Context: an optimization exercise on an open-source flow, tuned for small area, a short achievable clock period and few clock cycles per item. The choices shown serve that exercise and are no tape-out recipe. RTL that was checked went through simulation tests only; none was proved equivalent to the original. Power figures rest on the tool's default switching activity, not on a simulated workload.

==> flow/design.v <==
`timescale 1ns/1ps
package cmul_types_pkg;
    localparam int ELEM_W    = 8;    
    localparam int RES_W     = 18;   
    localparam int RES_BYTES = 3;    
    localparam int ADDR_W    = 16;   
    localparam int REG_W     = 16;   
    typedef logic signed [ELEM_W-1:0] elem_t;       
    typedef logic signed [RES_W-1:0]  res_t;        
    typedef logic [ADDR_W-1:0]        addr_t;       
    typedef logic [REG_W-1:0]         reg_t;        
    typedef logic [2:0]               byte_cnt_t;   
endpackage
`timescale 1ns/1ps
package cmul_regmap_pkg;
    typedef enum logic [2:0] {
        OFS_OP1    = 3'd0,   
        OFS_OP2    = 3'd1,   
        OFS_RES    = 3'd2,   
        OFS_NUM_OP = 3'd3,   
        OFS_START  = 3'd4,   
        OFS_STATUS = 3'd5,   
        OFS_STATE  = 3'd6    
    } reg_offset_e;
    localparam int STS_DONE_BIT = 0;
    typedef enum logic [1:0] {
        ST_IDLE   = 2'd0,
        ST_RD_OPS = 2'd1,   
        ST_WORK   = 2'd2,   
        ST_WR_RES = 2'd3    
    } ctrl_state_e;
    localparam int OP_RD_BYTES  = 4;   
    localparam int RES_WR_BYTES = 6;   
    localparam int OP_STRIDE    = 2;   
    localparam int RES_STRIDE   = 6;   
endpackage
`timescale 1ns/1ps
module comp_mult_top
#(
    parameter logic [15:0] APB_BASE = '0   
) (
    input  logic        clk,
    input  logic        rst_n,
    input  logic [15:0] paddr,
    input  logic        pwrite,
    input  logic [15:0] pwdata,
    input  logic        psel,
    output logic        pready,
    output logic [15:0] prdata,
    output logic        pslverr,
    output logic        mem_ce,
    output logic        mem_we,
    output logic [15:0] mem_addr,
    output logic [7:0]  mem_wr_data,
    input  logic [7:0]  mem_rd_data
);
    logic [15:0] ofs_full;
    logic [2:0]  ofs;
    logic        in_range;
    logic        acc_ok;
    logic        wr_en;
    logic [15:0] num;        
    logic        num_nz;     
    logic        busy;       
    logic        done;
    logic        rd_q;       
    assign ofs_full = paddr - APB_BASE;
    assign in_range = (ofs_full[15:3] == 13'd0);
    assign ofs      = ofs_full[2:0];
    always_comb begin
        case (ofs)
            3'd0, 3'd1, 3'd2, 3'd3, 3'd4: acc_ok = pwrite;
            3'd5:                         acc_ok = 1'b1;
            3'd6:                         acc_ok = ~pwrite;
            default:                      acc_ok = 1'b0;
        endcase
    end
    assign wr_en = psel & pwrite & in_range & acc_ok;
    logic [15:0] wdat;
    logic        w_op1, w_op2, w_res, w_num, w_clr;
    always_ff @(posedge clk) begin
        wdat    <= pwdata;
        w_op1   <= wr_en & (ofs == 3'd0);
        w_op2   <= wr_en & (ofs == 3'd1);
        w_res   <= wr_en & (ofs == 3'd2);
        w_clr   <= wr_en & (ofs == 3'd5) & ~pwdata[0];
    end
    always_ff @(posedge clk or negedge rst_n) begin
        if (!rst_n)
            w_num <= 1'b0;
        else
            w_num <= wr_en & (ofs == 3'd3);
    end
    logic go;
    assign go     = wr_en & (ofs == 3'd4) & pwdata[0] & ~busy
                  & (w_num ? (wdat != 16'd0) : num_nz);
    assign pready = 1'b1;
    assign prdata = {15'd0, rd_q};
    always_ff @(posedge clk) begin
        rd_q <= ofs[1] ? busy : (done & ~w_clr);
    end
    logic [4:0]  jc;
    logic [9:0]  s;          
    logic        lastf;      
    logic        f0;         
    logic        fend;
    logic        fin;
    assign s[0] = ~jc[4] & ~jc[0];
    assign s[1] =  jc[0] & ~jc[1];
    assign s[2] =  jc[1] & ~jc[2];
    assign s[3] =  jc[2] & ~jc[3];
    assign s[4] =  jc[3] & ~jc[4];
    assign s[5] =  jc[4] &  jc[0];
    assign s[6] = ~jc[0] &  jc[1];
    assign s[7] = ~jc[1] &  jc[2];
    assign s[8] = ~jc[2] &  jc[3];
    assign s[9] = ~jc[3] &  jc[4];
    assign fend = lastf ? s[6] : s[9];
    assign fin  = busy & lastf & fend;
    logic       o_ce, o_we;
    logic       rd_n;
    logic [5:0] wb_n;
    logic       wr_n;
    assign rd_n = go | (busy & ~lastf & (s[0] | s[1] | s[2] | (s[9] & num_nz)));
    assign wb_n = {6{busy}} & (lastf ? s[5:0] : ({6{~f0}} & s[8:3]));
    assign wr_n = |wb_n;
    always_ff @(posedge clk or negedge rst_n) begin
        if (!rst_n) begin
            o_ce <= 1'b0;
            o_we <= 1'b0;
        end else begin
            o_ce <= rd_n | wr_n;
            o_we <= wr_n;
        end
    end
    assign mem_ce = o_ce;
    assign mem_we = o_we;
    logic [15:0] cur_ptr, nx1_ptr, nx2_ptr;
    logic [15:0] nxt;
    logic        rot;    
    assign nxt = cur_ptr + {15'd0, o_ce};   
    assign mem_addr = cur_ptr;
    always_ff @(posedge clk) begin
        rot <= busy & ~lastf & (s[0] | s[2] | (s[8] & num_nz));   
        if (w_op1)
            cur_ptr <= wdat;
        else
            cur_ptr <= rot ? nx1_ptr : nxt;
        if (w_op2)
            nx1_ptr <= wdat;
        else if (rot)
            nx1_ptr <= nx2_ptr;
        if (w_res)
            nx2_ptr <= wdat;
        else if (rot)
            nx2_ptr <= nxt;
        if (w_num)
            num <= wdat;
        else if (busy & ~lastf & s[3])
            num <= num - 16'd1;
    end
    always_ff @(posedge clk) begin
        if (go) begin
            jc    <= 5'd0;
            f0    <= 1'b1;
            lastf <= 1'b0;
        end else if (f0 & s[3]) begin
            jc    <= 5'b11111;                                      
        end else if (fend) begin
            jc    <= 5'd0;
            f0    <= 1'b0;
            lastf <= ~num_nz;
        end else begin
            jc    <= {jc[3:0], ~jc[4]};
        end
    end
    always_ff @(posedge clk or negedge rst_n) begin
        if (!rst_n) begin
            num_nz  <= 1'b0;
            busy    <= 1'b0;
            done    <= 1'b0;
            pslverr <= 1'b0;
        end else begin
            pslverr <= psel & ~(in_range & acc_ok);
            if (w_num)
                num_nz <= (wdat != 16'd0);
            else if (busy & ~lastf & s[3])
                num_nz <= (num != 16'd1);                           
            if (go)
                busy <= 1'b1;
            else if (fin)
                busy <= 1'b0;
            if (fin)
                done <= 1'b1;
            else if (w_clr)
                done <= 1'b0;
        end
    end
    logic signed [7:0]  opa;    
    logic signed [7:0]  opb;    
    logic signed [7:0]  opc;    
    logic signed [7:0]  opd;    
    logic signed [11:0] prod;   
    logic               p_hi;   
    logic signed [16:0] acc;    
    logic signed [16:0] res;    
    always_ff @(posedge clk) begin
        if (s[1]) opa <= mem_rd_data;
        if (s[2]) opb <= mem_rd_data;
        if (s[3]) opc <= mem_rd_data;
        if (s[4] | (f0 & s[5])) opd <= mem_rd_data;
    end
    logic [7:0] mcand;
    logic [1:0] bneg, bone, btwo;
    logic       acc_first;           
    logic       nx_d, nx_hi, nx_neg, nx_none;
    logic [7:0] nx_src;
    logic [3:0] nx_nib;
    logic       nx_m1;
    logic [2:0] trip0, trip1;
    assign nx_d   = s[6] | s[7] | s[0] | s[1];
    assign nx_hi  = s[5] | s[7] | s[9] | s[1];
    assign nx_neg = s[0] | s[1];
    assign nx_src = (f0 & s[3]) ? mem_rd_data : (nx_d ? opd : opc);   
    assign nx_nib = nx_hi ? nx_src[7:4] : nx_src[3:0];
    assign nx_m1  = nx_hi & nx_src[3];
    assign nx_none = (s[2] | s[3]) & ~(f0 & s[3]);
    assign trip0  = {nx_nib[1:0], nx_m1} & {3{~nx_none}};
    assign trip1  = nx_nib[3:1] & {3{~nx_none}};
    always_ff @(posedge clk) begin
        mcand     <= (s[4] | s[5] | s[0] | s[1] | (f0 & s[3])) ? opb : opa;
        bone[0]   <= trip0[1] ^ trip0[0];
        btwo[0]   <= (trip0[2] & ~trip0[1] & ~trip0[0]) | (~trip0[2] & trip0[1] & trip0[0]);
        bneg[0]   <= (trip0[2] & ~(trip0[1] & trip0[0])) ^ nx_neg;
        bone[1]   <= trip1[1] ^ trip1[0];
        btwo[1]   <= (trip1[2] & ~trip1[1] & ~trip1[0]) | (~trip1[2] & trip1[1] & trip1[0]);
        bneg[1]   <= (trip1[2] & ~(trip1[1] & trip1[0])) ^ nx_neg;
        p_hi      <= s[6] | s[8] | s[0] | s[2];
        acc_first <= s[5] | s[9];                                   
    end
    logic [8:0]  pm0, pm1, px0, px1;
    logic [11:0] row0, row1, row2;
    assign pm0  = bone[0] ? {mcand[7], mcand} : (btwo[0] ? {mcand, 1'b0} : 9'd0);
    assign pm1  = bone[1] ? {mcand[7], mcand} : (btwo[1] ? {mcand, 1'b0} : 9'd0);
    assign px0  = pm0 ^ {9{bneg[0]}};
    assign px1  = pm1 ^ {9{bneg[1]}};
    assign row0 = {{3{px0[8]}}, px0};
    assign row1 = {px1[8], px1, 1'b0, bneg[0]};
    assign row2 = {9'd0, bneg[1], 2'b00};
    logic [11:0] ca, cb, psum;
    assign ca = row0 ^ row1 ^ row2;
    assign cb = {(row0[10:0] & row1[10:0]) | (row0[10:0] & row2[10:0]) | (row1[10:0] & row2[10:0]), 1'b0};
    always_comb begin
        logic [11:0] g, p, gn, pn;
        g = ca & cb;
        p = ca ^ cb;
        for (int d = 1; d < 12; d = d * 2) begin
            gn = g;
            pn = p;
            for (int i = d; i < 12; i++) begin
                gn[i] = g[i] | (p[i] & g[i-d]);
                pn[i] = p[i] & p[i-d];
            end
            g = gn;
            p = pn;
        end
        psum = ca ^ cb ^ {g[10:0], 1'b0};
    end
    logic signed [16:0] acc_in;
    logic signed [16:0] p_ext;
    logic signed [16:0] sum;
    assign acc_in = acc_first ? 17'sd0 : acc;
    assign p_ext  = p_hi ? {prod[11], prod, 4'd0} : {{5{prod[11]}}, prod};
    always_comb begin
        logic [16:0] g, p, gn, pn;
        g = acc_in & p_ext;
        p = acc_in ^ p_ext;
        for (int d = 1; d < 17; d = d * 2) begin
            gn = g;
            pn = p;
            for (int i = d; i < 17; i++) begin
                gn[i] = g[i] | (p[i] & g[i-d]);
                pn[i] = p[i] & p[i-d];
            end
            g = gn;
            p = pn;
        end
        sum = acc_in ^ p_ext ^ {g[15:0], 1'b0};
    end
    always_ff @(posedge clk) begin
        prod <= psum;
        acc <= sum;
        if (s[0] | s[6]) res <= acc;
    end
    logic [7:0] wd_q;
    logic [7:0] res_top, acc_top;
    assign res_top = {6'd0, res[16], res[16]};
    assign acc_top = {6'd0, acc[16], acc[16]};
    always_ff @(posedge clk) begin
        if (lastf)
            wd_q <= ({8{s[0]}} & acc[7:0])
                  | ({8{s[1]}} & res[15:8])
                  | ({8{s[2]}} & res_top)
                  | ({8{s[3]}} & sum[7:0])
                  | ({8{s[4]}} & acc[15:8])
                  | ({8{s[5]}} & acc_top);
        else
            wd_q <= ({8{s[3]}} & res[7:0])
                  | ({8{s[4] | s[7]}} & res[15:8])
                  | ({8{s[5] | s[8]}} & res_top)
                  | ({8{s[6]}} & acc[7:0]);
    end
    assign mem_wr_data = wd_q;
endmodule
export LEC_CHECK = 0
export ABC_AREA = 1
export CAP_MARGIN = 20
export CORE_MARGIN = 2
export CORE_UTILIZATION = 40
export CTS_BUF_LIST = sky130_fd_sc_hd__clkbuf_16
export CTS_CLUSTER_DIAMETER = 180
export CTS_CLUSTER_SIZE = 28
export PLACE_DENSITY = 0.7
export SETUP_SLACK_MARGIN = 3.95
export SLEW_MARGIN = 20
create_clock -name core_clock -period 6.5 [get_ports {clk}]
standard.sh (not shown) runs the stock make flow with config.mk's settings and CLKGATE_MAP_FILE= SYNTH_SCRIPT=/design/flow/synth_recipe.tcl, a recipe that flattens the netlist after the stock synthesis.
==> flow/flow/run.sh <==
#!/bin/bash
# standard layout, with plain buffers on the ports
set -euo pipefail
bash standard.sh BUFFER_PORTS_ARGS="-buffer_cell sky130_fd_sc_hd__buf_2" finish > standard.log 2>&1
The first run completed with no timing, DRC or antenna violations.
Testbench counts at the start, summed over its fixed seeds: cycles 22,492, items 2,070.
Edit:
--- a/flow/design.v
+++ b/flow/design.v
@@ -114,16 +114,16 @@
     assign s[6] = ~jc[0] &  jc[1];
     assign s[7] = ~jc[1] &  jc[2];
     assign s[8] = ~jc[2] &  jc[3];
     assign s[9] = ~jc[3] &  jc[4];
-    assign fend = lastf ? s[6] : s[9];
+    assign fend = s[9];
     assign fin  = busy & lastf & fend;
     logic       o_ce, o_we;
     logic       rd_n;
     logic [5:0] wb_n;
     logic       wr_n;
     assign rd_n = go | (busy & ~lastf & (s[0] | s[1] | s[2] | (s[9] & num_nz)));
-    assign wb_n = {6{busy}} & (lastf ? s[5:0] : ({6{~f0}} & s[8:3]));
+    assign wb_n = {6{busy & ~f0}} & s[8:3];
     assign wr_n = |wb_n;
     always_ff @(posedge clk or negedge rst_n) begin
         if (!rst_n) begin
             o_ce <= 1'b0;
@@ -163,10 +163,8 @@
         if (go) begin
             jc    <= 5'd0;
             f0    <= 1'b1;
             lastf <= 1'b0;
-        end else if (f0 & s[3]) begin
-            jc    <= 5'b11111;                                      
         end else if (fend) begin
             jc    <= 5'd0;
             f0    <= 1'b0;
             lastf <= ~num_nz;
@@ -207,9 +205,9 @@
     always_ff @(posedge clk) begin
         if (s[1]) opa <= mem_rd_data;
         if (s[2]) opb <= mem_rd_data;
         if (s[3]) opc <= mem_rd_data;
-        if (s[4] | (f0 & s[5])) opd <= mem_rd_data;
+        if (s[4]) opd <= mem_rd_data;
     end
     logic [7:0] mcand;
     logic [1:0] bneg, bone, btwo;
     logic       acc_first;           
@@ -220,16 +218,16 @@
     logic [2:0] trip0, trip1;
     assign nx_d   = s[6] | s[7] | s[0] | s[1];
     assign nx_hi  = s[5] | s[7] | s[9] | s[1];
     assign nx_neg = s[0] | s[1];
-    assign nx_src = (f0 & s[3]) ? mem_rd_data : (nx_d ? opd : opc);   
+    assign nx_src = nx_d ? opd : opc;
     assign nx_nib = nx_hi ? nx_src[7:4] : nx_src[3:0];
     assign nx_m1  = nx_hi & nx_src[3];
-    assign nx_none = (s[2] | s[3]) & ~(f0 & s[3]);
+    assign nx_none = s[2] | s[3];
     assign trip0  = {nx_nib[1:0], nx_m1} & {3{~nx_none}};
     assign trip1  = nx_nib[3:1] & {3{~nx_none}};
     always_ff @(posedge clk) begin
-        mcand     <= (s[4] | s[5] | s[0] | s[1] | (f0 & s[3])) ? opb : opa;
+        mcand     <= (s[4] | s[5] | s[0] | s[1]) ? opb : opa;
         bone[0]   <= trip0[1] ^ trip0[0];
         btwo[0]   <= (trip0[2] & ~trip0[1] & ~trip0[0]) | (~trip0[2] & trip0[1] & trip0[0]);
         bneg[0]   <= (trip0[2] & ~(trip0[1] & trip0[0])) ^ nx_neg;
         bone[1]   <= trip1[1] ^ trip1[0];
@@ -292,23 +290,14 @@
         acc <= sum;
         if (s[0] | s[6]) res <= acc;
     end
     logic [7:0] wd_q;
-    logic [7:0] res_top, acc_top;
+    logic [7:0] res_top;
     assign res_top = {6'd0, res[16], res[16]};
-    assign acc_top = {6'd0, acc[16], acc[16]};
     always_ff @(posedge clk) begin
-        if (lastf)
-            wd_q <= ({8{s[0]}} & acc[7:0])
-                  | ({8{s[1]}} & res[15:8])
-                  | ({8{s[2]}} & res_top)
-                  | ({8{s[3]}} & sum[7:0])
-                  | ({8{s[4]}} & acc[15:8])
-                  | ({8{s[5]}} & acc_top);
-        else
-            wd_q <= ({8{s[3]}} & res[7:0])
-                  | ({8{s[4] | s[7]}} & res[15:8])
-                  | ({8{s[5] | s[8]}} & res_top)
-                  | ({8{s[6]}} & acc[7:0]);
+        wd_q <= ({8{s[3]}} & res[7:0])
+              | ({8{s[4] | s[7]}} & res[15:8])
+              | ({8{s[5] | s[8]}} & res_top)
+              | ({8{s[6]}} & acc[7:0]);
     end
     assign mem_wr_data = wd_q;
 endmodule
The new run went through all stages and came out clean.
Sequential share of layout area came out higher by 1.3 points.
Clock skew hardly moves.
Setup slack gains 0.023 ns.
Final area came out lower by 3.0%.
Clock power came out lower by about 2%.
Synthesized area came out lower by 3.1%.
Total power came out lower by 59%.
Function not checked in the second run of this note: the RTL went through the layout flow alone.

what the ideal ports hide:
No port has a modelled driver above. Below, the same layouts with a new extraction and two added sets of constraints.
Step 1 assumes that a clkbuf_16 drives the clock port and a buf_2 every other input.
Step 2 times the ports against the registers' clock, not the clock port: input delays grow and output delays shrink by t, the midpoint of the rising clock arrivals with the driver on.
Three values: no drivers, after step 1, after step 2; two values: the first two.
| run | shift t [ns] | setup slack, ns | pins driven straight from the clock port |
|---|---|---|---|
| the first run | 0.502 | 4.065 / 4.021 / 3.745 | 1 |
| the second run | 0.501 | 4.088 / 4.042 / 3.830 | 1 |
After both steps every run listed still meets setup and hold. The setup slack of the first run, which loses most, moves by -0.044 ns with the drivers and by -0.320 ns with both steps.
